Background: an optimization exercise with open tools, aiming at small area. Do not read the settings as production practice.
The RTL was checked by simulation tests, not by an equivalence proof against the original design.
The flow treats the clock pin as an ideal source, which a real chip does not have.
Power figures rest on the tool's default switching activity, not on a simulated workload.

===== flow/run.sh =====
#!/bin/bash
# Standard ORFS layout with three changes:
#  - after the standard synthesis, the combinational logic is mapped again
#    with Yosys's default ABC script, which gives a smaller netlist; every
#    register keeps its instance name and cell, and the new netlist is only
#    used if Yosys proves it equivalent to the standard one;
#  - a leaner clock tree: no dummy loads, clkbuf_8 leaf buffers driving
#    clusters of up to 19 flip-flops;
#  - buf_1 port buffers.
# Each tool's output goes to a log file of its own in this folder.
set -euo pipefail
P=${FLOW_PLATFORM:-sky130hd}
TOP=${FLOW_TOP:-mcpu_ram_loader}
FH=${FLOW_HOME:-/OpenROAD-flow-scripts/flow}
LIB=$FH/platforms/$P/lib/sky130_fd_sc_hd__tt_025C_1v80.lib
R=orfs/results/$P/mcpu_ram_loader/base
YOSYS=$(command -v yosys || echo "$FH/../tools/install/yosys/bin/yosys")
export CTS_ARGS="-sink_clustering_enable -repair_clock_nets -dont_use_dummy_load -buf_list sky130_fd_sc_hd__clkbuf_8 -sink_clustering_size 19 -sink_clustering_max_diameter 60"
export BUFFER_PORTS_ARGS="-buffer_cell sky130_fd_sc_hd__buf_1"

bash standard.sh synth > synth.log 2>&1

# ---- map the combinational logic again ----
cp $R/1_2_yosys.v std_netlist.v
python3 flow/mkcells.py $LIB comb_cells.v > mkcells.log 2>&1
DU=$(make -s -C $FH DESIGN_CONFIG=$PWD/config.mk WORK_HOME=$PWD/orfs print-DONT_USE_CELLS 2> make_print.log | tail -1 | tr ' ' '\n' | grep '^sky130' | sed 's/^/-dont_use /' | tr '\n' ' ' || true)
cat > remap.ys <<YS
read_verilog comb_cells.v
read_liberty -lib -ignore_redef $LIB
read_verilog std_netlist.v
hierarchy -top $TOP
flatten
opt_clean -purge
simplemap
abc -liberty $LIB $DU
opt_clean -purge
rename -hide w:_*_.*
opt_clean -purge
hilomap -singleton -hicell sky130_fd_sc_hd__conb_1 HI -locell sky130_fd_sc_hd__conb_1 LO
insbuf -buf sky130_fd_sc_hd__buf_1 A X
read_liberty -lib -ignore_redef $LIB
check -assert -mapped
stat -liberty $LIB
write_verilog -noattr -nohex -nodec remap_netlist.v
YS
ok=0
if $YOSYS -s remap.ys > remap.log 2>&1; then
  # same registers: instance names and cell types
  grep -oE '^\s*sky130_fd_sc_hd__e?df[a-z]*_[0-9]+ \S+' std_netlist.v | sort > regs_std.txt || true
  grep -oE '^\s*sky130_fd_sc_hd__e?df[a-z]*_[0-9]+ \S+' remap_netlist.v | sort > regs_new.txt || true
  if [[ -s regs_std.txt ]] && cmp -s regs_std.txt regs_new.txt; then
    sed "s/^module $TOP\b/module gold/" std_netlist.v > eq_gold.v
    sed -e "s/^module $TOP\b/module gate/" -e 's/\b_\([0-9][0-9]*\)_\b/gx_\1_/g' remap_netlist.v > eq_gate.v
    cat > equiv.ys <<YS
read_verilog comb_cells.v
read_liberty -lib -ignore_redef $LIB
read_verilog eq_gold.v
read_verilog eq_gate.v
hierarchy -check
flatten gold gate
opt_clean
simplemap
equiv_make gold gate eq
hierarchy -top eq
equiv_simple
equiv_induct
equiv_status -assert
YS
    if $YOSYS -s equiv.ys > equiv.log 2>&1; then ok=1; fi
  fi
fi
if [[ $ok == 1 ]]; then
  echo "remapped netlist used" > remap_result.txt
  cp remap_netlist.v $R/1_2_yosys.v
  rm -f $R/1_synth.odb $R/1_synth.sdc
else
  echo "standard netlist kept" > remap_result.txt
fi

bash standard.sh > standard.log 2>&1

===== design.v =====
module mcpu_ram_loader #(
    parameter int WORD_SIZE  = 8,
    parameter int ADDR_WIDTH = 8,
    parameter int LOAD_LEN   = 1 << ADDR_WIDTH
) (
    input  logic                  clk,
    input  logic                  reset,
    input  logic                  start,
    input  logic                  s_valid,
    input  logic [WORD_SIZE-1:0]  s_data,
    output logic                  s_ready,
    output logic                  we,
    output logic [WORD_SIZE-1:0]  datawr,
    output logic                  re,
    output logic [ADDR_WIDTH-1:0] addr,
    input  logic [WORD_SIZE-1:0]  datard,
    output logic [ADDR_WIDTH-1:0] instraddr,
    input  logic [WORD_SIZE-1:0]  instrrd,
    output logic                  busy,
    output logic                  done,
    output logic                  error,
    output logic [ADDR_WIDTH:0]   err_count,
    output logic [ADDR_WIDTH-1:0] first_err_addr
);
    typedef enum logic [2:0] {
        IDLE,
        LOAD_WAIT,
        WRITE,
        SETTLE,
        VERIFY,
        DONE
    } state_t;
    localparam int K  = 7;                   
    localparam int NR = 36;                  
    localparam int NB = K * NR;              
    localparam int NT = LOAD_LEN - NB;       
    localparam int D  = 4;                   
    localparam int UW = $clog2(K);
    localparam int PW = $clog2(D + 1);
    localparam int QW = $clog2(D);
    state_t                state, next_state;
    logic [ADDR_WIDTH-1:0] idx;
    logic [WORD_SIZE-1:0]  q [D];            
    logic [PW-1:0]         np;               
    logic [QW-1:0]         pos;              
    logic [UW-1:0]         u;                
    logic                  sh_l, hd_l;       
    logic                  sh;
    logic [UW-1:0]         tc;               
    logic                  tb;               
    logic                  h_in, h_rd;
    logic [UW-1:0]         rsl;              
    logic [WORD_SIZE-1:0]  ring [NR][K];
    logic [WORD_SIZE-1:0]  din, ref_word;
    logic                  mismatch;
    logic                  accept, last_word, in_ring;
    assign accept    = (state == LOAD_WAIT) && s_valid;
    assign last_word = (idx == ADDR_WIDTH'(LOAD_LEN - 1));
    assign in_ring   = (idx < ADDR_WIDTH'(NB));
    assign sh        = !sh_l;
    assign h_in = tb ^ (tc == UW'(K - 1));
    assign h_rd = tb ^ (tc < rsl);
    assign din = q[pos] ^ {WORD_SIZE{h_in}};
    logic                 flip;
    logic [WORD_SIZE-1:0] dx;
    always_comb begin
        if (in_ring) ref_word = ring[NR-1][rsl];
        else         ref_word = q[QW'(ADDR_WIDTH'(LOAD_LEN - 1) - idx)];
    end
    assign flip     = in_ring && !h_rd;
    assign dx       = datard ^ ref_word;
    assign mismatch = (datard != instrrd) || (flip ? !(&dx) : (|dx));
    for (genvar i = 0; i < NR; i++) begin : g_ring
        logic [WORD_SIZE-1:0] prev;
        if (i == 0) begin : g_first
            assign prev = din;
        end else begin : g_next
            assign prev = ring[i-1][K-1];
        end
        always_ff @(posedge clk) begin
            ring[i][0] <= ~(({WORD_SIZE{sh_l}} | prev) & ({WORD_SIZE{hd_l}} | ring[i][K-1]));
            for (int j = 1; j < K; j++) ring[i][j] <= ring[i][j-1];
        end
    end
    always_ff @(posedge clk) begin
        if (accept) begin
            q[0] <= s_data;
            for (int j = 1; j < D; j++) q[j] <= q[j-1];
        end
    end
    logic          ins, sh_n;
    logic [PW-1:0] np1, np_n;
    logic [QW-1:0] pos_n;
    logic [UW-1:0] u_n;
    always_comb begin
        ins   = sh && (np != '0);
        np1   = np - PW'(ins);
        np_n  = np1 + PW'(accept && in_ring);
        if (np1 != '0) pos_n = pos - QW'(ins) + QW'(accept);
        else           pos_n = '0;
        u_n   = sh ? u : ((u == UW'(K - 1)) ? '0 : u + 1'b1);
        sh_n  = (u_n == '0) && ((np_n != '0) || next_state == VERIFY);
    end
    always_ff @(posedge clk or posedge reset) begin
        if (reset) np <= '0;
        else       np <= np_n;
    end
    always_ff @(posedge clk) begin
        u   <= u_n;
        pos <= pos_n;
        sh_l <= !sh_n;
        hd_l <= sh_n;
        tc   <= (tc >= UW'(K - 1)) ? '0 : tc + 1'b1;
        tb   <= tb ^ (tc >= UW'(K - 1));
        if (state == SETTLE) rsl <= (u_n == '0) ? UW'(K - 1) : u_n - 1'b1;
    end
    always_ff @(posedge clk or posedge reset) begin
        if (reset) state <= IDLE;
        else       state <= next_state;
    end
    always_ff @(posedge clk or posedge reset) begin
        if (reset) begin
            idx            <= '0;
            err_count      <= '0;
            first_err_addr <= '0;
        end else begin
            case (state)
                IDLE, DONE: begin
                    if (start) begin
                        err_count      <= '0;
                        first_err_addr <= '0;
                    end
                end
                WRITE:     idx <= idx + 1'b1;
                VERIFY: begin
                    if (mismatch) begin
                        err_count <= err_count + 1'b1;
                        if (err_count == '0) first_err_addr <= idx;
                    end
                    idx <= idx + 1'b1;
                end
                default: ;
            endcase
        end
    end
    always_comb begin
        next_state = state;
        s_ready    = 1'b0;
        we         = 1'b0;
        re         = 1'b0;
        datawr     = '0;
        addr       = '0;
        instraddr  = '0;
        busy       = 1'b0;
        done       = 1'b0;
        error      = 1'b0;
        case (state)
            IDLE: if (start) next_state = LOAD_WAIT;
            LOAD_WAIT: begin
                s_ready = 1'b1;
                busy    = 1'b1;
                if (s_valid) next_state = WRITE;
            end
            WRITE: begin
                we         = 1'b1;
                datawr     = q[0];
                addr       = idx;
                busy       = 1'b1;
                next_state = last_word ? SETTLE : LOAD_WAIT;
            end
            SETTLE: begin
                busy       = 1'b1;
                next_state = VERIFY;
            end
            VERIFY: begin
                re        = 1'b1;
                addr      = idx;
                instraddr = idx;
                busy      = 1'b1;
                if (last_word) next_state = DONE;
            end
            DONE: begin
                done  = 1'b1;
                error = (err_count != '0);
                if (start) next_state = LOAD_WAIT;
            end
            default: next_state = IDLE;
        endcase
    end
endmodule

===== flow/mkcells.py =====
# Write Verilog models of the combinational cells of a liberty file, for yosys to flatten.
import re, sys
lib = open(sys.argv[1]).read()
out = open(sys.argv[2], 'w')
skip = []
def conv(f):
    f = f.replace('!', '~').replace('*', '&').replace('+', '|').replace('^', '^')
    # liberty: juxtaposition (space) means AND
    f = re.sub(r'(?<=[\w)])\s+(?=[\w(~])', ' & ', f.strip())
    return f
for m in re.finditer(r'\n\s*cell\s*\(\s*"?(\w+)"?\s*\)\s*\{', lib):
    name = m.group(1)
    # find cell body by brace matching
    i = m.end(); depth = 1
    while depth:
        c = lib[i]
        if c == '{': depth += 1
        elif c == '}': depth -= 1
        i += 1
    body = lib[m.end():i]
    if re.search(r'\b(ff|latch|statetable)\s*\(', body):
        continue
    pins = []
    for pm in re.finditer(r'\n\s*pin\s*\(\s*"?(\w+)"?\s*\)\s*\{', body):
        j = pm.end(); d = 1
        while d:
            c = body[j]
            if c == '{': d += 1
            elif c == '}': d -= 1
            j += 1
        pb = body[pm.end():j]
        dirm = re.search(r'direction\s*:\s*"?(\w+)"?', pb)
        fm = re.search(r'\bfunction\s*:\s*"([^"]*)"', pb)
        pins.append((pm.group(1), dirm.group(1) if dirm else None, fm.group(1) if fm else None))
    outs = [p for p in pins if p[1] == 'output']
    ins = [p for p in pins if p[1] == 'input']
    if not outs or any(p[2] is None for p in outs):
        skip.append(name); continue
    ports = [p[0] for p in ins] + [p[0] for p in outs]
    out.write(f"module {name}({', '.join(ports)});\n")
    for p in ins: out.write(f"  input {p[0]};\n")
    for p in outs: out.write(f"  output {p[0]};\n  assign {p[0]} = {conv(p[2])};\n")
    out.write("endmodule\n")
print("skipped:", skip, file=sys.stderr)

===== config.mk =====
export PLATFORM = sky130hd
export DESIGN_NAME = mcpu_ram_loader
export DESIGN_NICKNAME = mcpu_ram_loader
export VERILOG_FILES = /design/flow/design.v
export SDC_FILE = /design/flow/constraint.sdc
export NUM_CORES = 4
export LEC_CHECK = 0
export CAP_MARGIN = 20
export CORE_MARGIN = 2
export CORE_UTILIZATION = 40
export SLEW_MARGIN = 20

===== standard.sh =====
#!/bin/bash
# synth_recipe.tcl (not shown) runs the flow's synth.tcl, then flattens the netlist and writes it again
# the make line also repeats each setting of config.mk as NAME=value (left out here)
make -C /OpenROAD-flow-scripts/flow DESIGN_CONFIG=/design/flow/config.mk WORK_HOME=/design/flow/orfs CLKGATE_MAP_FILE= SYNTH_SCRIPT=/design/flow/synth_recipe.tcl "${@:-finish}"

===== constraint.sdc =====
create_clock -name core_clock -period 10.0 [get_ports {clk}]
set_input_delay 2.0000 -clock core_clock [delete_from_list [all_inputs] [get_ports {clk}]]
set_output_delay 2.0000 -clock core_clock [all_outputs]
set_load 0.01 [all_outputs]

==> impl_metrics.tcl, run 1 <==
set metrics [dict create \
    outcome "complete, no violations" \
    synth_nets 2734 \
    dr.first_iter.drc_count 1043 \
    path_max_fanout 12 \
    area_delta_synth_final_pct 8.856 \
    postCtsHoldBufs 0 \
    holdWs_ns 0.2797 \
    antenna_found_initial 2 \
    crit_top_cell "nor2_1" \
    rr_worst_depth 11 \
    powerDensity_nw_per_um2 234.6 \
    endpoint_kind "output port" \
    cp_data_required_time_ns 8.00 \
    grt_max_degree 161 \
    worst_clock_skew_ns 0.08796 \
    slew_headroom 0.2931 \
    grt_pass1_wl_mm 100.7 \
    worstSetupStartpointType "flop" \
    drive_gt1_frac 0.05445 \
    finalNetCount 2950 \
    cts_root_buffer "clkbuf_8" \
    viasPerCell 4.287 \
    start_util 0.4021 \
    setup_tns_ns 0 \
    gp_congestion 0.7715 \
    htree_levels 4 \
    routed_wl_mm 62.06 \
    yosysWarnings 3 \
    netlist_area_sq_um 46540 \
    die_area_sq_um 119100 \
    tightest_slew_ns 1.053 \
    numCtsBuffers 135 \
    first_pass_iters 5 \
    cts_tree "yes" \
    period_share 0.5000 \
    avgSynthCellArea_sq_um 17.20 \
    fin_crit_ns 5.000 \
    cts.sinks 2093 \
    fmax_mhz 200.0 \
    num-fill-cells 10218 \
    core_sq_um 115700 \
    endpoint "addr[0]" \
    multi_input_area_sq_um 4075 \
    cpPeakStageDelay_ns 0.72 \
    clkTransAtPathRegs_ns 0.11 \
    cp_slowest_cell "nor2_1" \
    hpwlAfterDp_mm 33.58 \
    startpoint "state[1]$_DFF_PP0_" \
    finalHoldViolCount 0 \
    crit_type "flop to output port" \
    num_rows 125 \
    ios 75 \
    drv_slew 0 \
    worstReg2RegStart "rsl[2]$_SDFFCE_PN1N_" \
    static-leakage-power_uw 0.01956 \
    path_cells "nor2b_1 -> nand2b_1 -> clkinv_1 -> nor2_1 -> nor2_1 -> buf_1" \
    io_buffer_count 74 \
    ir_drop_v 0.00009879 \
    vias 19066 \
    drc 0 \
    seq_area_sq_um 42410 \
    reg2reg_to "err_count[8]$_DFFE_PP0P_" \
    rsz0062_at_grt "false" \
    clockBufferDepth 3 \
    track_usage 0.1043 \
    clkLatencyLatePin_ns 0.83 \
    routedWlPerCell_um 13.96 \
    cts_setup_buffers 0 \
    grt_pass1_vias 18916 \
    r2r_setup_slack_ns 5.60 \
    cts_resized 0 \
    syn_inst 2706 \
    ant_nets 0 \
    critPathArrivalTime_ns 3.00 \
    setup_viol 0 \
    drv_cap 0 \
    die_w_um 345.1 \
    finish.utilization 0.4377 \
    gr-total-overflow 0 \
    die_h_um 345.1 \
    hold_class "flop to flop" \
]
## worst min-delay path by stage
| stage | startpoint | to | cells past startpoint |
|---|---|---|---|
| floorplan | ring[99][0]$_DFF_P_ | ring[100][0]$_DFF_P_ | 0 |
| global placement | ring[5][5]$_DFF_P_ | ring[6][5]$_DFF_P_ | 0 |
| detailed placement | ring[103][0]$_DFF_P_ | ring[104][0]$_DFF_P_ | 0 |
| CTS | ring[102][7]$_DFF_P_ | ring[103][7]$_DFF_P_ | 0 |
| global route | ring[96][1]$_DFF_P_ | ring[97][1]$_DFF_P_ | 0 |
| finish | ring[211][7]$_DFF_P_ | ring[212][7]$_DFF_P_ | 0 |
## critical path, delay by kind of cell, from the launching register on
family / cells / cell delay [ns]
buffers and inverters: 2 / 0.48
DFF: 1 / 0.52
and+or+nand+nor: 4 / 1.23
## metal layers
metal  GRT usage  wire length, um
met1      0.1558            33270
met5           0                0
met4     0.04270             1657
met3     0.02574             2630
met2      0.1435            24510
## power by group
| part | total, uW | internal, uW | switching [uW] | leakage [uW] |
|---|---|---|---|---|
| Clock | 3460 | 1220 | 2240 | 0.000971 |
| Sequential | 8380 | 8360 | 14.5 | 0.0173 |
| Combinational | 49.8 | 18.8 | 31.0 | 0.00127 |
| Total | 11900 | 9600 | 2290 | 0.0196 |
## cell type report
cell class                 instances  share of cell area
tap                             1524             0.03764
sequential                      2093              0.8372
inverter                          15            0.001136
multi-input combinational        598             0.08044
clock buffer                     135             0.03668
antenna                            3           0.0001482
timing repair buffer              79            0.006718
## per-stage QoR
| step | cells | setup slack, ns | instance area [sq um] | total power, uW |
|---|---|---|---|---|
| after global routing | 4446 | 4.643 | 50660 | 12380 |
| final | 4447 | 5.000 | 50660 | 11890 |
| after CTS | 4444 | 4.882 | 50650 | 12070 |
| after detailed placement | 4309 | 4.355 | 48790 | 8620 |
| after floorplan | 2706 | 3.280 | 46540 | 8594 |
| after global placement | 4309 | 4.409 | 48790 | 8618 |
## state kept, by name, indices dropped and copies added (netlist names)
name and cells:
rsl 3, np 3, q 32, sh_l 1, u 3, first_err_addr 8, idx 8, hd_l 1
pos 2, err_count 9, tb 1, tc 3, state 3, ring 2016
## cell usage in the layout (no fill, tap or decap), types with 20 or more instances in the layout
cell and n:
dfxtp_1 2025, xnor2_1 24, a21oi_1 23, buf_1 74, dfrtp_1 31, clkbuf_8 135, edfxtp_1 35, nand2_1 20
nor2_1 28, o22ai_1 298
==> run 2: changes to the inputs <==
--- a/flow/run.sh
+++ b/flow/run.sh
@@ -1,7 +1,7 @@
 #!/bin/bash
 # Standard ORFS layout with three changes:
 #  - after the standard synthesis, the combinational logic is mapped again
-#    with Yosys's default ABC script, which gives a smaller netlist; every
+#    with an area-oriented ABC script, which gives a smaller netlist; every
 #    register keeps its instance name and cell, and the new netlist is only
 #    used if Yosys proves it equivalent to the standard one;
 #  - a leaner clock tree: no dummy loads, clkbuf_8 leaf buffers driving
@@ -32,7 +32,7 @@
 flatten
 opt_clean -purge
 simplemap
-abc -liberty $LIB $DU
+abc -liberty $LIB $DU -script +strash;dc2;dc2;strash;dch,-f;map,-a;topo;dnsize;amap
 opt_clean -purge
 rename -hide w:_*_.*
 opt_clean -purge
==> run 2 against run 1 <==
Via count up 2.8%. Largest cell class unchanged. Highest routed layer is now met5. Cell area down 0.50%. Global-route usage up 0.16 points. Critical path type is now flop to flop. Critical endpoint is now first_err_addr[7]$_DFFE_PP0P_. Non-clock buffer count is 3 higher. Critical path depth grew 10. Still clean on timing, DRC and antenna. Total power is 48% higher. Register-to-register slack got worse by 0.59 ns. Clock skew up 0.027 ns.
==> impl_metrics.tcl, run 2 <==
set metrics [dict create \
    rsz0062_at_grt "false" \
    num_rows 124 \
    htree_levels 4 \
    core_sq_um 114700 \
    setup_tns_ns 0 \
    syn_inst 2791 \
    drc 0 \
    cts_tree "yes" \
    powerDensity_nw_per_um2 349.3 \
    routedWlPerCell_um 13.72 \
    path_cells "clkinv_1 -> nor2_1 -> clkinv_1 -> nor2_1 -> clkinv_1 -> o221ai_1 -> a21oi_1 -> or4_1 -> o21ai_0 -> nand2_1 -> nand2b_1 -> nand2_1 -> clkinv_1 -> a21oi_1 -> clkinv_1 -> a22o_1" \
    gr-total-overflow 0 \
    critPathTopFamily "compound AO/OA/AOI/OAI gates" \
    fin_crit_ns 4.991 \
    synth_nets 2819 \
    ir_drop_v 0.0001912 \
    gp_congestion 0.8258 \
    cts.sinks 2093 \
    ant_nets 0 \
    cpPeakStageDelay_ns 0.63 \
    path_max_fanout 14 \
    drv_slew 0 \
    critPathBufInv 5 \
    io_buffer_count 74 \
    crit_top_cell "clkinv_1" \
    grt_pass1_vias 19338 \
    top_register "ring" \
    most-common-layout-cells "dfxtp_1 (2,025), o22ai_1 (302), clkbuf_8 (133)" \
    avgSynthCellArea_sq_um 16.60 \
    cp_slowest_cell "a21oi_1" \
    cts_resized 0 \
    crit_type "flop to flop" \
    static-leakage-power_uw 0.01984 \
    track_usage 0.1059 \
    ios 75 \
    antenna_found_initial 4 \
    yosysWarnings 3 \
    die_h_um 344.3 \
    hold_class "flop to flop" \
    hold_depth 0 \
    first_pass_iters 7 \
    reg_top3 "ring (2016), q (32), err_count (9)" \
    start_util 0.4040 \
    worstSetupStartpointType "flop" \
    numCtsBuffers 133 \
    worst_clock_skew_ns 0.1149 \
    largest_register_ffs 2016 \
    crit_cells 16 \
    slew_headroom 0.3080 \
    clockBufferDepth 3 \
    endpoint_kind "flop" \
    cts_root_buffer "clkbuf_8" \
    routed_wl_mm 62.00 \
    fmax_mhz 200.4 \
    cp_data_required_time_ns 10.70 \
    period_share 0.4991 \
    tightest_slew_ns 1.038 \
    drive_gt1_frac 0.04790 \
    critPathArrivalTime_ns 5.69 \
    die_area_sq_um 118500 \
    drv_cap 0 \
    grt_max_degree 162 \
    die_w_um 344.3 \
    postCtsHoldBufs 0 \
    viasPerCell 4.338 \
    finalHoldViolCount 0 \
    vias 19605 \
    setup_viol 0 \
    clkLatencyLatePin_ns 0.79 \
    cts_setup_buffers 0 \
    layout_commonest_cell "dfxtp_1" \
    hpwlAfterDp_mm 34.32 \
    outcome "complete, no violations" \
    rr_worst_depth 16 \
    netlist_area_sq_um 46320 \
    dr.first_iter.drc_count 921 \
    area_delta_synth_final_pct 8.817 \
    grt_pass1_wl_mm 101.3 \
    finalNetCount 3036 \
    holdWs_ns 0.2557 \
    clkTransAtPathRegs_ns 0.10 \
]
## run 2: cell count changes in the layout (fill, tap and decap cells not counted), moves of 6 or more
cell      delta
a21oi_1     +11
o21ai_0     +65
nor2b_1      -6
nor2_1      +70
clkinv_1    +47
mux2_1      -13
xor2_1       -8
nand2b_1    -10
nand3_1     -10
mux4_2      -16
xnor2_1     -24
and3_1       -8
and2_0      -13
a22o_1      +10
## run 2: power by group
part | internal [uW] | switching (uW) | leakage (uW)
clock network | 1200 | 2230 | 0.000956
logic | 380 | 630 | 0.00119
registers | 12000 | 1130 | 0.0177
total | 13600 | 3990 | 0.0198
## run 2: area by class of cell
class,count,area (sq um)
fillers,10035,64250
flip-flops and latches,2093,42410
multi-input cells,636,3682
well taps,1512,1892
clock buffers,133,1831
repair buffers,82,350.3
inverters,62,234.0
diodes,1,2.502
## run 2: path summary, 6_finish.rpt
kind	start	to	slack, ns
min in group asynchronous	reset	first_err_addr[2]$_DFFE_PP0P_	1.21
max in group asynchronous	reset	idx[0]$_DFFE_PP0N_	8.37
hold reg to reg	ring[165][4]$_DFF_P_	ring[166][4]$_DFF_P_	0.26
hold / removal	ring[165][4]$_DFF_P_	ring[166][4]$_DFF_P_	0.26
setup / recovery	idx[0]$_DFFE_PP0N_	first_err_addr[7]$_DFFE_PP0P_	5.01
setup reg to reg	idx[0]$_DFFE_PP0N_	first_err_addr[7]$_DFFE_PP0P_	5.01
## run 2: through the flow
stage               power [uW]  std cells  worst slack [ns]    util  area (sq um)
finish                   17610       4519             5.009  0.4396         50400
global route             18620       4519             4.616  0.4396         50400
CTS                      17880       4518             5.109  0.4396         50400
detailed placement       14380       4385             4.718  0.4236         48570
global placement         14270       4385             4.877  0.4236         48570
floorplan                13620       2791             3.071       -         46320
## run 2: worst register-to-register path: cells and delay by family (launching register included)
| kind | cells | cell delay (ns) |
|---|---|---|
| AOI/OAI and AO/OA | 5 | 1.58 |
| and+or+nand+nor | 6 | 1.52 |
| buffers and inverters | 5 | 1.34 |
| DFF | 1 | 0.48 |
## run 2: routing by layer
layer	track usage	vias to the layer above	part of all wire
li1	-	9763	-
met1	0.1557	9402	0.52
met2	0.1473	302	0.40
met3	0.02783	136	0.046
met4	0.04312	2	0.030
met5	0	-	0.00021
==> run 3: changes to the inputs <==
--- a/design.v
+++ b/design.v
@@ -63,11 +63,8 @@
     assign din = q[pos] ^ {WORD_SIZE{h_in}};
     logic                 flip;
     logic [WORD_SIZE-1:0] dx;
-    always_comb begin
-        if (in_ring) ref_word = ring[NR-1][rsl];
-        else         ref_word = q[QW'(ADDR_WIDTH'(LOAD_LEN - 1) - idx)];
-    end
-    assign flip     = in_ring && !h_rd;
+    assign ref_word = ring[NR-1][rsl];
+    assign flip     = !h_rd;
     assign dx       = datard ^ ref_word;
     assign mismatch = (datard != instrrd) || (flip ? !(&dx) : (|dx));
     for (genvar i = 0; i < NR; i++) begin : g_ring
@@ -96,8 +93,10 @@
         ins   = sh && (np != '0);
         np1   = np - PW'(ins);
         np_n  = np1 + PW'(accept && in_ring);
-        if (np1 != '0) pos_n = pos - QW'(ins) + QW'(accept);
-        else           pos_n = '0;
+        if (state == SETTLE)      pos_n = QW'(NT - 1);
+        else if (state == VERIFY) pos_n = pos - QW'(sh);
+        else if (np1 != '0)       pos_n = pos - QW'(ins) + QW'(accept);
+        else                      pos_n = '0;
         u_n   = sh ? u : ((u == UW'(K - 1)) ? '0 : u + 1'b1);
         sh_n  = (u_n == '0) && ((np_n != '0) || next_state == VERIFY);
     end
--- a/flow/run.sh
+++ b/flow/run.sh
@@ -5,7 +5,8 @@
 #    register keeps its instance name and cell, and the new netlist is only
 #    used if Yosys proves it equivalent to the standard one;
 #  - a leaner clock tree: no dummy loads, clkbuf_8 leaf buffers driving
-#    clusters of up to 19 flip-flops;
+#    clusters of flip-flops, the largest cluster size (from 22 down to 17)
+#    whose largest flip-flop clock-pin slew after CTS stays under 118 ps;
 #  - buf_1 port buffers.
 # Each tool's output goes to a log file of its own in this folder.
 set -euo pipefail
@@ -15,7 +16,8 @@
 LIB=$FH/platforms/$P/lib/sky130_fd_sc_hd__tt_025C_1v80.lib
 R=orfs/results/$P/mcpu_ram_loader/base
 YOSYS=$(command -v yosys || echo "$FH/../tools/install/yosys/bin/yosys")
-export CTS_ARGS="-sink_clustering_enable -repair_clock_nets -dont_use_dummy_load -buf_list sky130_fd_sc_hd__clkbuf_8 -sink_clustering_size 19 -sink_clustering_max_diameter 60"
+CTS_BASE="-sink_clustering_enable -repair_clock_nets -dont_use_dummy_load -buf_list sky130_fd_sc_hd__clkbuf_8 -sink_clustering_max_diameter 60"
+export CTS_ARGS="$CTS_BASE -sink_clustering_size 19"
 export BUFFER_PORTS_ARGS="-buffer_cell sky130_fd_sc_hd__buf_1"
 
 bash standard.sh synth > synth.log 2>&1
@@ -77,4 +79,20 @@
   echo "standard netlist kept" > remap_result.txt
 fi
 
+bash standard.sh place > place.log 2>&1
+
+# ---- clock tree: largest clusters whose clock-pin slew stays low ----
+chosen=""
+for cs in 22 21 20 19 18 17; do
+  rm -f $R/4_* orfs/logs/$P/mcpu_ram_loader/base/4_*
+  export CTS_ARGS="$CTS_BASE -sink_clustering_size $cs"
+  bash standard.sh cts > cts_$cs.log 2>&1
+  SLEW_LIB=$LIB SLEW_ODB=$R/4_1_cts.odb SLEW_SDC=$R/4_cts.sdc FLOW_PLATFORM=$P FLOW_HOME=$FH \
+    openroad -no_init -exit flow/slew.tcl > slew_$cs.log 2>&1 || true
+  s=$(awk '/^MAX_CLK_PIN_SLEW/{print $2}' slew_$cs.log)
+  echo "cluster $cs slew ${s:-none}" >> cts_choice.txt
+  if [[ -n "$s" ]] && awk -v s="$s" 'BEGIN{exit !(s <= 0.118)}'; then chosen=$cs; break; fi
+done
+echo "chosen ${chosen:-17}" >> cts_choice.txt
+
 bash standard.sh > standard.log 2>&1
==> flow/slew.tcl (new file) <==
# Largest flip-flop clock-pin slew after CTS, with placement parasitics.
set P $::env(FLOW_HOME)/platforms/$::env(FLOW_PLATFORM)
read_lib $::env(SLEW_LIB)
read_db $::env(SLEW_ODB)
read_sdc $::env(SLEW_SDC)
source $P/setRC.tcl
set_propagated_clock [all_clocks]
estimate_parasitics -placement
set mx 0
foreach pin [get_pins -hierarchical */CLK] {
  set s [get_property $pin slew_max]
  if {$s > $mx} {set mx $s}
}
puts "MAX_CLK_PIN_SLEW $mx"
==> run 3 against run 2 <==
Still clean. Sequential share of layout area grew 0.27 points. Hold slack improved by 0.020 ns. Critical path depth fell by 4. Total power fell by 1.4%. Wire length is 0.18% higher. Clock power hardly changed. Register-to-register slack got worse by 0.38 ns. Cell area fell by 0.32%. Clock skew is 0.037 ns lower. Core utilization hardly changed. Maximum frequency is 19% lower. Global-route usage grew 0.12 points. Largest power group unchanged.
==> impl_metrics.tcl, run 3 <==
set metrics [dict create \
    outcome "complete, no violations" \
    die_w_um 343.6 \
    hold_depth 0 \
    drc 0 \
    fmax_mhz 163.0 \
    setup_slack_ns 3.864 \
    gp_congestion 0.8027 \
    route.met2.wl_mm 24.15 \
    start_util 0.4036 \
    most-common-layout-cells "dfxtp_1 (2,025), o22ai_1 (296), clkbuf_8 (132)" \
    core_sq_um 114300 \
    ir_drop_v 0.0001835 \
    netSwitchingPower_uw 3944 \
    largest_register_ffs 2016 \
    pwr-share-seq 0.741 \
    cts_resized 0 \
    hold_class "flop to flop" \
    numCtsBuffers 132 \
    crit_type "primary input to flop" \
    drv_cap 0 \
    reg2reg_to "first_err_addr[4]$_DFFE_PP0P_" \
    worstSetupStartpointType "primary input" \
    setup_tns_ns 0 \
    yosysWarnings 3 \
    grt_pass1_wl_mm 101.1 \
    endpoint_kind "flop" \
    path_cells "buf_1 -> xor2_1 -> or4_1 -> or3_1 -> or4_1 -> or4_1 -> or4_1 -> o311ai_1 -> clkinv_1 -> a21oi_1 -> or2_0 -> o21ai_0" \
    finalHoldViolCount 0 \
    first_pass_iters 5 \
    num_rows 124 \
    period_share 0.6136 \
    holdPathEnd "ring[125][1]$_DFF_P_" \
    viasPerCell 4.242 \
    cts_root_buffer "clkbuf_8" \
    clkLatencyLatePin_ns 0.79 \
    slew_headroom 0.2315 \
    cp_data_required_time_ns 10.66 \
    internal_power_uw 13420 \
    top_register "ring" \
    hpwlAfterDp_mm 35.36 \
    dr_wl_met3_mm 2.953 \
    routed_wl_mm 62.12 \
    power_frac_comb 0.062 \
    postCtsHoldBufs 0 \
    num-fill-cells 10020 \
    critPathArrivalTime_ns 6.80 \
    gr-total-overflow 0 \
    cts.sinks 2093 \
    antenna_found_initial 4 \
    layout_commonest_cell "dfxtp_1" \
    htree_levels 4 \
    fin_crit_ns 6.136 \
    static-leakage-power_uw 0.01978 \
    setup_viol 0 \
    reg_top3 "ring (2016), q (32), err_count (9)" \
    vias 19085 \
    area_delta_synth_final_pct 8.880 \
    hp-start "ring[124][1]$_DFF_P_" \
    path_max_fanout 9 \
    pwr-share-clk 0.198 \
    die_area_sq_um 118100 \
    die_h_um 343.6 \
    clockBufferDepth 3 \
    clkTransAtPathRegs_ns 0.11 \
    cpPeakStageDelay_ns 0.73 \
    cts_tree "yes" \
    dr.first_iter.drc_count 910 \
    cts_setup_buffers 0 \
    finalNetCount 3015 \
    r2r_setup_slack_ns 4.63 \
    routedWlPerCell_um 13.81 \
    worstReg2RegStart "state[2]$_DFF_PP0_" \
    worst_clock_skew_ns 0.07757 \
    routed.top_layer "met4" \
    rr_worst_depth 11 \
    grt_pass1_vias 19201 \
    ios 75 \
    fin_area_sq_um 50240 \
    drive_gt1_frac 0.04858 \
    track_usage 0.1071 \
    ant_nets 0 \
    dp_slack_ns 3.143 \
    syn_inst 2769 \
    netlist_area_sq_um 46140 \
    avgSynthCellArea_sq_um 16.66 \
    rsz0062_at_grt "false" \
    io_buffer_count 74 \
    drv_slew 0 \
    placedInstanceArea_sq_um 48420 \
    crit_top_cell "or4_1" \
    drt-met1-wl_mm 33.40 \
    finish.utilization 0.4394 \
    grt_max_degree 81 \
    powerDensity_nw_per_um2 345.7 \
    switching_share 0.2271 \
    synth_nets 2797 \
    tightest_slew_ns 1.135 \
    cp_slowest_cell "or4_1" \
]
run 3: worst max-delay path by stage:
| stage | start | to | slack (ns) | cells past startpoint |
|---|---|---|---|---|
| floorplan | sh_l$_DFF_P_ | hd_l$_DFF_P_ | 3.16 | 10 |
| global placement | datard[7] | first_err_addr[4]$_DFFE_PP0P_ | 3.23 | 12 |
| detailed placement | datard[7] | first_err_addr[0]$_DFFE_PP0P_ | 3.14 | 12 |
| CTS | datard[7] | first_err_addr[0]$_DFFE_PP0P_ | 4.07 | 12 |
| global route | datard[7] | first_err_addr[4]$_DFFE_PP0P_ | 3.68 | 12 |
| finish | datard[7] | first_err_addr[4]$_DFFE_PP0P_ | 3.86 | 12 |
run 3: per-layer routing:
metal / track usage / up-vias
met5: 0 / -
li1: - / 9641
met4: 0.04640 / 0
met2: 0.1463 / 288
met1: 0.1604 / 9043
met3: 0.02553 / 113
run 3: power by group through the flow:
stage	Clock, uW	Combinational [uW]	Sequential [uW]
floorplan	0	708	12700
global placement	0	1060	13000
detailed placement	0	1070	13100
CTS	3600	1080	12900
global route	3910	1210	13200
finish	3440	1070	12900
run 3: final cells by class:
type	count	area (sq um)	share of cell area
Sequential cell	2093	42410	0.8442
Multi-Input combinational cell	622	3540	0.07045
Tap cell	1512	1892	0.03765
Clock buffer	132	1817	0.03616
Timing Repair Buffer	84	372.9	0.007421
Inverter	54	202.7	0.004034
Antenna cell	2	5.005	0.00009961
run 3: worst max-delay path, delay by kind of cell:
kind	cells	cell delay (ns)
and+or+nand+nor	6	2.93
AOI/OAI and AO/OA	3	1.01
buffers and inverters	2	0.73
xor gates and xnor gates	1	0.11
run 3: through the flow:
step / instances / total power, uW / hold WS, ns
2_1_floorplan: 2769 / 13390 / 0.3096
3_3_place_gp: 4364 / 14040 / 0.3097
3_5_place_dp: 4365 / 14150 / 0.3121
4_1_cts: 4497 / 17610 / 0.2746
5_1_grt: 4499 / 18350 / 0.2744
6_report: 4499 / 17370 / 0.2756
==> run 4: changes to the inputs <==
--- a/design.v
+++ b/design.v
@@ -101,16 +101,25 @@
         sh_n  = (u_n == '0) && ((np_n != '0) || next_state == VERIFY);
     end
     always_ff @(posedge clk or posedge reset) begin
-        if (reset) np <= '0;
-        else       np <= np_n;
+        if (reset) begin
+            np   <= '0;
+            u    <= '0;
+            pos  <= '0;
+            sh_l <= 1'b1;
+            hd_l <= 1'b0;
+            tc   <= '0;
+            tb   <= 1'b0;
+        end else begin
+            np   <= np_n;
+            u    <= u_n;
+            pos  <= pos_n;
+            sh_l <= !sh_n;
+            hd_l <= sh_n;
+            tc   <= (tc >= UW'(K - 1)) ? '0 : tc + 1'b1;
+            tb   <= tb ^ (tc >= UW'(K - 1));
+        end
     end
     always_ff @(posedge clk) begin
-        u   <= u_n;
-        pos <= pos_n;
-        sh_l <= !sh_n;
-        hd_l <= sh_n;
-        tc   <= (tc >= UW'(K - 1)) ? '0 : tc + 1'b1;
-        tb   <= tb ^ (tc >= UW'(K - 1));
         if (state == SETTLE) rsl <= (u_n == '0) ? UW'(K - 1) : u_n - 1'b1;
     end
     always_ff @(posedge clk or posedge reset) begin
==> run 4 against run 3 <==
Die area increased by 0.22%. Global-route usage about the same. Setup slack improved by 1.4 ns. Area after synthesis increased by 0.22%. Hold slack got worse by 0.0078 ns. Critical endpoint is now instraddr[0].
==> impl_metrics.tcl, run 4 <==
set metrics [dict create \
    gp_congestion 0.7648 \
    netlist_area_sq_um 46250 \
    path_max_fanout 12 \
    track_usage 0.1066 \
    grt_pass1_vias 19137 \
    hold_class "flop to flop" \
    slew_headroom 0.3302 \
    cp_slowest_cell "dfrtp_1" \
    tightest_slew_ns 1.005 \
    clkTransAtPathRegs_ns 0.10 \
    viasPerCell 4.276 \
    numCtsBuffers 121 \
    reg_top3 "ring (2016), q (32), err_count (9)" \
    dr.first_iter.drc_count 1129 \
    die_h_um 344.0 \
    first_pass_iters 5 \
    syn_inst 2783 \
    yosysWarnings 3 \
    grt_pass1_wl_mm 102.0 \
    clkLatencyLatePin_ns 0.80 \
    fmax_mhz 211.4 \
    area_delta_synth_final_pct 8.579 \
    period_share 0.4731 \
    cpPeakStageDelay_ns 0.42 \
    vias 19270 \
    clockBufferDepth 3 \
    postCtsHoldBufs 0 \
    place_inst 4379 \
    finalHoldViolCount 0 \
    die_area_sq_um 118400 \
    cts.sinks 2093 \
    antenna_found_initial 7 \
    cts_tree "yes" \
    crit_type "flop to output port" \
    endpoint_kind "output port" \
    outcome "complete, no violations" \
    io_buffer_count 74 \
    finalNetCount 3018 \
    setup_tns_ns 0 \
    static-leakage-power_uw 0.01933 \
    num-fill-cells 10163 \
    largest_register_ffs 2016 \
    drc 0 \
    drv_slew 0 \
    routedWlPerCell_um 13.90 \
    drive_gt1_frac 0.04451 \
    worst_clock_skew_ns 0.06111 \
    cts_resized 0 \
    die_w_um 344.0 \
    top_register "ring" \
    layout_commonest_cell "dfxtp_1" \
    fin_cells 4507 \
    htree_levels 3 \
    hpwlAfterDp_mm 35.47 \
    seq_area_sq_um 42470 \
    cp_data_required_time_ns 8.00 \
    num_rows 124 \
    setup_viol 0 \
    grt_max_degree 177 \
    synth_nets 2811 \
    ios 75 \
    critPathArrivalTime_ns 2.73 \
    start_util 0.4039 \
    worstSetupStartpointType "flop" \
    avgSynthCellArea_sq_um 16.62 \
    rsz0062_at_grt "false" \
    gr-total-overflow 0 \
    ant_nets 0 \
    ir_drop_v 0.0001413 \
    cts_setup_buffers 0 \
    routed_wl_mm 62.64 \
    cts_root_buffer "clkbuf_8" \
    drv_cap 0 \
    core_sq_um 114500 \
    powerDensity_nw_per_um2 234.4 \
    fin_crit_ns 4.731 \
    multi_input_area_sq_um 3515 \
    path_cells "clkinv_1 -> nor2_1 -> clkinv_1 -> nor2_1 -> buf_4 -> clkinv_1 -> nor2_1 -> buf_1" \
    most-common-layout-cells "dfxtp_1 (2,016), o22ai_1 (310), clkbuf_8 (121)" \
]
==> run 4: through the flow <==
stage,setup WS [ns],hold slack (ns),utilization,total power [uW],instance area [sq um]
after detailed placement,4.977,0.3121,0.4239,8665,48530
after global placement,5.034,0.3096,0.4236,8662,48500
final,5.269,0.2678,0.4386,11770,50210
after floorplan,4.687,0.3096,-,8626,46250
after CTS,5.119,0.2674,0.4384,11930,50200
after global routing,4.943,0.2666,0.4384,12250,50200
==> run 4: layout make-up <==
type / count / share of cell area
Sequential cell: 2093 / 0.8458
Multi-Input combinational cell: 618 / 0.06999
Tap cell: 1512 / 0.03767
Clock buffer: 121 / 0.03316
Timing Repair Buffer: 84 / 0.007674
Inverter: 72 / 0.005382
Antenna cell: 7 / 0.0003488
==> run 4: per-layer routing <==
metal | vias up | part of all wire | wire [um] | track usage
met5 | - | 0 | 0 | 0
met4 | 0 | 0.031 | 1938 | 0.03967
met3 | 126 | 0.053 | 3318 | 0.02712
met2 | 254 | 0.40 | 24970 | 0.1502
met1 | 9216 | 0.52 | 32410 | 0.1573
li1 | 9674 | - | - | -
==> run 4: path summary, 6_finish.rpt <==
kind                                            endpoint                 start  cells past startpoint  slack, ns
setup / recovery                            instraddr[0]    state[2]$_DFF_PP0_                      8       5.27
hold / removal                      ring[225][6]$_DFF_P_  ring[224][6]$_DFF_P_                      0       0.27
setup reg to reg           first_err_addr[5]$_DFFE_PP0P_  rsl[2]$_SDFFCE_PN1P_                     17       5.47
hold reg to reg                     ring[225][6]$_DFF_P_  ring[224][6]$_DFF_P_                      0       0.27
max in group asynchronous             idx[4]$_DFFE_PP0N_                 reset                      3       8.22
min in group asynchronous       err_count[7]$_DFFE_PP0P_                 reset                      3       1.33
==> run 4: where the power goes <==
group | switching [uW] | internal (uW) | leakage (uW)
Clock | 2210 | 1090 | 0.000870
Sequential | 19.5 | 8370 | 0.0173
Combinational | 53.4 | 29.9 | 0.00114
Total | 2290 | 9490 | 0.0193
==> run 4: critical path: cells and delay by family (launching register included) <==
kind / cells / cell delay, ns
buffers and inverters: 5 / 1.02
and+or+nand+nor: 3 / 0.54
DFF: 1 / 0.42

==> port drivers added, routing unchanged <==
How much do the figures lean on ideal ports? The routed layouts below were timed once more, with nothing changed but the port constraints.
Step 1 assumes that a clkbuf_16 drives the clock port and a buf_2 every other input.
Step 2 times the ports against the registers' clock, not the clock port: input delays grow and output delays shrink by t, the midpoint of the rising clock arrivals with the driver on.
a / b / c = ideal / step 1 / step 2; a / b = the first two.
run | shift t [ns] | setup slack, ns | cell pins on the clock port's net
run 1 | 0.830 | 5.000 / 4.933 / 4.759 | 1
run 2 | 0.805 | 5.009 / 5.009 / 4.679 | 1
run 3 | 0.827 | 3.864 / 3.805 / 2.978 | 1
run 4 | 0.808 | 5.269 / 5.205 / 4.922 | 1
After both steps setup and hold are still met in every run listed. For run 3, which loses most, drivers alone change the setup slack by -0.059 ns; drivers and shift together by -0.886 ns.
